From an optimization exercise on the open Yosys and OpenROAD flow, aimed at small area, a short achievable clock period and few clock cycles per item; shortcuts taken in it are not production practice.
RTL that was checked went through simulation tests only; none was proved equivalent to the original.

## east
Design keyframe_tangent_unit, start of the top module:
module keyframe_tangent_unit
#(
   parameter int FRAC_BITS = 16
)
(
   input  wire logic        clock,
   input  wire logic        reset,
   input  wire logic        csr_wen,
   input  wire logic [1:0]  csr_wdata,    
   input  wire logic        req_tvalid,
   output logic             req_tready,
   input  wire logic [63:0] req_tdata,    
   input  wire logic        req_tlast,
   output logic             rsp_tvalid,
   input  wire logic        rsp_tready,
   output logic [63:0]      rsp_tdata,    
   output logic [9:0]       rsp_tuser,    
   output logic             rsp_tlast
);
For scale: about 3300 cells after synthesis, about 400 flip-flops, ~150 I/O pins, ~31000 um2 of cells after synthesis.
clock: 11.0 ns
lec_check: 0
cap_margin: 20
core_margin: 2
core_utilization: 40
place_density: 0.6
slew_margin: 20
standard.sh (not shown) runs the stock make flow with config.mk's settings and CLKGATE_MAP_FILE= SYNTH_SCRIPT=/design/flow/synth_recipe.tcl, a recipe that flattens the netlist after the stock synthesis.
==> flow/flow/run.sh <==
#!/bin/bash
# Standard layout, with repair_timing aiming below the design's period.
set -o pipefail
export SETUP_SLACK_MARGIN=6
bash standard.sh > standard.log 2>&1
Testbench counts of east, summed over its fixed seeds: cycles 54,370, items 8,035.
> inputs changed (east -> south)
--- a/flow/design.v
+++ b/flow/design.v
@@ -167,19 +167,19 @@
    logic        hasp_ff, hask_ff, hasn_ff;
    logic [1:0]  kmode_ff, nmode_ff;
    logic        klast_ff, nlast_ff;
    logic        sx1_ff, sy1_ff, zx1_ff, zy1_ff;    
    state_type   state_ff;
    kind_type    kind_ff;
    logic [1:0]  xsel_ff, ysel_ff;
    logic [31:0] rem_ff, den_ff;
    logic [5:0]  cnt_ff;
-   logic        neg_ff, first_ff, dz_ff, tin0_ff;
+   logic        neg_ff, first_ff, ovf_ff, dz_ff, tin0_ff;
    logic        sok_ff, al4_ff, zsm_ff;
    logic        hiseg_ff;                          
    logic [31:0] odhi_ff, odlo_ff;
    logic        ov_ff, olast_ff;
    logic [1:0]  omode_ff;
    logic [31:0] xf, xs, yf, ys, xmag, ymag;
    logic        xneg, xzero, yneg, yzero;
    logic        can_skip, can_skip8, do_skip8;
    logic [1:0]  digit;
@@ -227,33 +227,33 @@
               zero_res || ((state_ff == S_M4) && !zsm_ff);
       xf = (xsel_ff == SEL_KP) ? kt_ff : nt_ff;
       xs = (xsel_ff == SEL_NK) ? kt_ff : pt_ff;
       yf = (ysel_ff == SEL_KP) ? kv_ff : nv_ff;
       ys = (ysel_ff == SEL_NK) ? kv_ff : pv_ff;
       smooth_ok = !zx1_ff && !zy1_ff && !xzero && !yzero && ((sx1_ff ^ sy1_ff) == (xneg ^ yneg));
       do_skip8 = can_skip8 && (cnt_ff >= 6'd10);
       do_skip = do_skip8 || (can_skip && (cnt_ff >= 6'd6));
       stall = !do_skip && !den3ok_ff;
-      ovf_now = first_ff && digit[1];
-      div_last = !do_skip && !stall && ((cnt_ff == 6'd2) || ovf_now);
+      ovf_now = first_ff && digit[1] && !do_skip && !stall;
+      div_last = ovf_ff || (!do_skip && !stall && (cnt_ff == 6'd2));
       if (dz_ff) begin
          tq = 32'd0;
-      end else if (ovf_now) begin
+      end else if (ovf_ff) begin
          tq = neg_ff ? 32'h8000_0000 : kft_pkg::TAN_INF;
       end else if (neg_ff) begin
          tq = (digit != 2'd0) ? {~odlo_ff[29:0], 2'd0 - digit} : {nq, 2'b00};
       end else begin
          tq = {odlo_ff[29:0], digit};
       end
       tin = tin0_ff ? 32'd0 : odhi_ff;
       dysmall = (den_ff[31:2] == 30'd0) && (den_ff[1:0] != 2'b11);
-      rc1 = ovf_now || ((odlo_ff[1:0] == 2'd1) && digit[1]);
-      rc2 = !ovf_now && (odlo_ff[1:0] == 2'd0) && !digit[1];
+      rc1 = ovf_ff || ((odlo_ff[1:0] == 2'd1) && digit[1]);
+      rc2 = !ovf_ff && (odlo_ff[1:0] == 2'd0) && !digit[1];
       den_load = ((state_ff == S_PLAN) && plan_lin) || (state_ff == S_TIN) ||
                  ((state_ff == S_M2) && sok_ff) || ((state_ff == S_M4) && !zsm_ff);
    end
    function automatic logic [63:0] align(input logic [31:0] mag, input logic x4,
                                          input logic ratio);
       if (ratio) begin
          align = {1'b0, mag, 31'd0};
       end else if (x4) begin
          align = {14'd0, mag, 18'd0};
@@ -323,35 +323,37 @@
                xsel_ff <= SEL_KP;
                ysel_ff <= SEL_KP;
             end else if (plan_lin) begin
                {rem_ff, odlo_ff} <= align(ymag, 1'b0, 1'b0);
                den_ff <= xmag;
                dz_ff <= xzero;
                neg_ff <= xneg ^ yneg;
                cnt_ff <= 6'd32;
                first_ff <= 1'b1;
+               ovf_ff <= 1'b0;
                tin0_ff <= !hasp_ff;
                kind_ff <= K_LIN;
                state_ff <= S_DIV;
             end else if (plan_sm) begin
                sok_ff <= smooth_ok;
                state_ff <= S_M2;
                xsel_ff <= SEL_NP;
                ysel_ff <= SEL_NP;
             end
          end
          S_TIN: begin
             {rem_ff, odlo_ff} <= align(ymag, 1'b0, 1'b0);
             den_ff <= xmag;
             dz_ff <= xzero;
             neg_ff <= xneg ^ yneg;
             cnt_ff <= 6'd32;
             first_ff <= 1'b1;
+               ovf_ff <= 1'b0;
             kind_ff <= K_TIN;
             state_ff <= S_DIV;
          end
          S_M2: begin
             if (!sok_ff) begin
                state_ff <= S_PLAN;
             end else begin
                den_ff <= ymag;
                dz_ff <= xzero || yzero;
@@ -361,37 +363,42 @@
          end
          S_M3: begin
             if (dz_ff) begin
                state_ff <= S_PLAN;
             end else begin
                {rem_ff, odlo_ff} <= align(ymag, 1'b0, 1'b1);
                dz_ff <= 1'b0;
                cnt_ff <= 6'd4;
                first_ff <= 1'b1;
+               ovf_ff <= 1'b0;
                kind_ff <= K_RAT;
                state_ff <= S_DIV;
             end
          end
          S_M4: begin
             if (!zsm_ff) begin
                {rem_ff, odlo_ff} <= align(ymag, al4_ff, 1'b0);
                den_ff <= xmag;
                dz_ff <= 1'b0;
                neg_ff <= xneg ^ yneg;
                cnt_ff <= 6'd32;
                first_ff <= 1'b1;
+               ovf_ff <= 1'b0;
                kind_ff <= K_SM;
                state_ff <= S_DIV;
             end else begin
                state_ff <= S_PLAN;
             end
          end
          S_DIV: begin
+            if (ovf_now) begin
+               ovf_ff <= 1'b1;
+            end
             if (do_skip8) begin
                first_ff <= 1'b0;
                rem_ff <= rem_skip8;
                odlo_ff <= quo_skip8;
                cnt_ff <= cnt_ff - 6'd8;
             end else if (do_skip) begin
                first_ff <= 1'b0;
                rem_ff <= rem_skip;
                odlo_ff <= quo_skip;
==> comparison <==
Going from east to south, area fraction in and, or, nand and nor cells after synthesis shrinks by 0.39 points.
Met1 routed wirelength after detailed routing: higher on south
The run showing the greater area of all placed cells without fillers is east.
south vs east, slowest stage cell on the critical path: sky130_fd_sc_hd__a311oi_2 vs sky130_fd_sc_hd__edfxtp_1
In south, pin count of the biggest net entering global routing is higher than in east.
[compare] base=east new=south: x dimension of the die did not really move; biggest cell delay along the critical path dropped 0.05 ns.
On south: share of cell area taken by multi-input logic gates is 0.81 points higher than what east gave.
The RTL of south was laid out without a check of its function.

Another version of the RTL of keyframe_tangent_unit (not shown whole).
Size in the first run: ~480 flip-flops.
## keyframe_tangent_unit
module keyframe_tangent_unit
#(
   parameter int FRAC_BITS = 16
)
(
   input  wire logic        clock,
   input  wire logic        reset,
   input  wire logic        csr_wen,
   input  wire logic [1:0]  csr_wdata,    
   input  wire logic        req_tvalid,
   output logic             req_tready,
   input  wire logic [63:0] req_tdata,    
   input  wire logic        req_tlast,
   output logic             rsp_tvalid,
   input  wire logic        rsp_tready,
   output logic [63:0]      rsp_tdata,    
   output logic [9:0]       rsp_tuser,    
   output logic             rsp_tlast
);
==> flow/config.mk <==
export PLATFORM = sky130hd
export DESIGN_NAME = keyframe_tangent_unit
export DESIGN_NICKNAME = keyframe_tangent_unit
export VERILOG_FILES = /design/flow/design.v
export SDC_FILE = /design/flow/constraint.sdc
export NUM_CORES = 4
export LEC_CHECK = 0
export CAP_MARGIN = 20
export CORE_MARGIN = 2
export CORE_UTILIZATION = 40
export PLACE_DENSITY = 0.6
export SLEW_MARGIN = 20
==> flow/constraint.sdc <==
create_clock -name core_clock -period 11.0 [get_ports {clock}]
set_input_delay 2.2000 -clock core_clock [delete_from_list [all_inputs] [get_ports {clock}]]
set_output_delay 2.2000 -clock core_clock [all_outputs]
set_load 0.01 [all_outputs]
==> flow/flow/run.sh <==
#!/bin/bash
# Standard layout, with repair_timing aiming below the design's period.
set -o pipefail
export SETUP_SLACK_MARGIN=6.45
export BUFFER_PORTS_ARGS="-buffer_cell sky130_fd_sc_hd__buf_2"
bash standard.sh > standard.log 2>&1
Testbench counts at the start, summed over its fixed seeds: cycles 42,897, items 8,035.
==> next run, changes <==
--- a/flow/design.v
+++ b/flow/design.v
@@ -170,25 +170,25 @@
    logic        sx1_ff, sy1_ff, zx1_ff, zy1_ff;    
    state_type   state_ff;
    kind_type    kind_ff;
    logic [1:0]  xsel_ff, ysel_ff;
    logic [31:0] rem_ff, den_ff, q_ff;               
    logic [5:0]  cnt_ff;
    logic        neg_ff, first_ff, ovf_ff, dz_ff, tin0_ff;
    logic        sok_ff, al4_ff, zsm_ff;
    logic        psok_ff, pok_ff;                   
    logic        hiseg_ff;                          
    logic [31:0] odhi_ff, odlo_ff;
    logic        ov_ff, olast_ff;
-   localparam int QD = 4;
+   localparam int QD = 7;
    logic [2:0]  fcnt_ff, early_ff;                 
    logic [2:0]  fq_ff [QD];                       
    logic [1:0]  omode_ff;
    logic [31:0] xf, xs, yf, ys, xmag, ymag;
    logic        xneg, xzero, yneg, yzero;
    logic        can_skip, can_skipb, do_skipb;
    logic [1:0]  digit;
    logic [31:0] rem_step, quo_step, rem_skip, quo_skip, rem_skipb, quo_skipb;
    logic [33:0] den3_ff;
    logic        den3ok_ff;
    kft_absdiff u_x (.f(xf), .s(xs), .mag(xmag), .neg(xneg), .zero(xzero));
    kft_absdiff u_y (.f(yf), .s(ys), .mag(ymag), .neg(yneg), .zero(yzero));
What happened:
- worst setup slack loses 0.0086 ns
- non-clock buffer count is higher by 40
- area after synthesis went up by 1.6%
- critical path depth came out lower by 6
- wire length is higher by 1.6%
- final area rises by 2.5%
- via count increases by 1.7%
- die area went up by 1.6%
- maximum frequency hardly moves
- final cell count increases by 2.0%
- clock skew increases by 0.021 ns
Function not checked in the second run of this note: the RTL went through the layout flow alone.

## static timing again, ports no longer ideal
How much do the figures lean on ideal ports? The routed layouts below were timed once more, with nothing changed but the port constraints.
Step 1 sets driving cells, clkbuf_16 on the clock port and buf_2 on the other inputs (assumed; they add their load-dependent delay and slew).
Step 2 moves the port delays by t, midway between the first and last clock arrival at a register: inputs arrive t later, outputs are due t later. That takes back most of the time a late clock gives input paths.
Slacks: no drivers / after step 1 / after step 2; pairs: no drivers / after step 1.
| run | t (ns) | setup slack, ns | hold WS [ns] | worst slew at a driven data input, ns | cell pins on the clock port's net |
|---|---|---|---|---|---|
| east | 0.675 | 5.926 / 5.926 / 5.555 | 0.435 / 0.435 / 0.435 | 0.06 | 1 |
| south | 0.664 | 5.924 / 5.924 / 5.556 | 0.442 / 0.442 / 0.442 | 0.08 | 1 |
| the first run of note 2 | 0.683 | 6.470 / 6.459 / 6.061 | 0.451 / 0.451 / 0.451 | 0.05 | 1 |
| the second run of note 2 | 0.696 | 6.461 / 6.392 / 5.961 | 0.451 / 0.451 / 0.451 | 0.05 | 1 |
After both steps setup and hold are still met in every run listed. The setup slack of the second run of note 2, which loses most, moves by -0.069 ns with the drivers and by -0.500 ns with both steps.
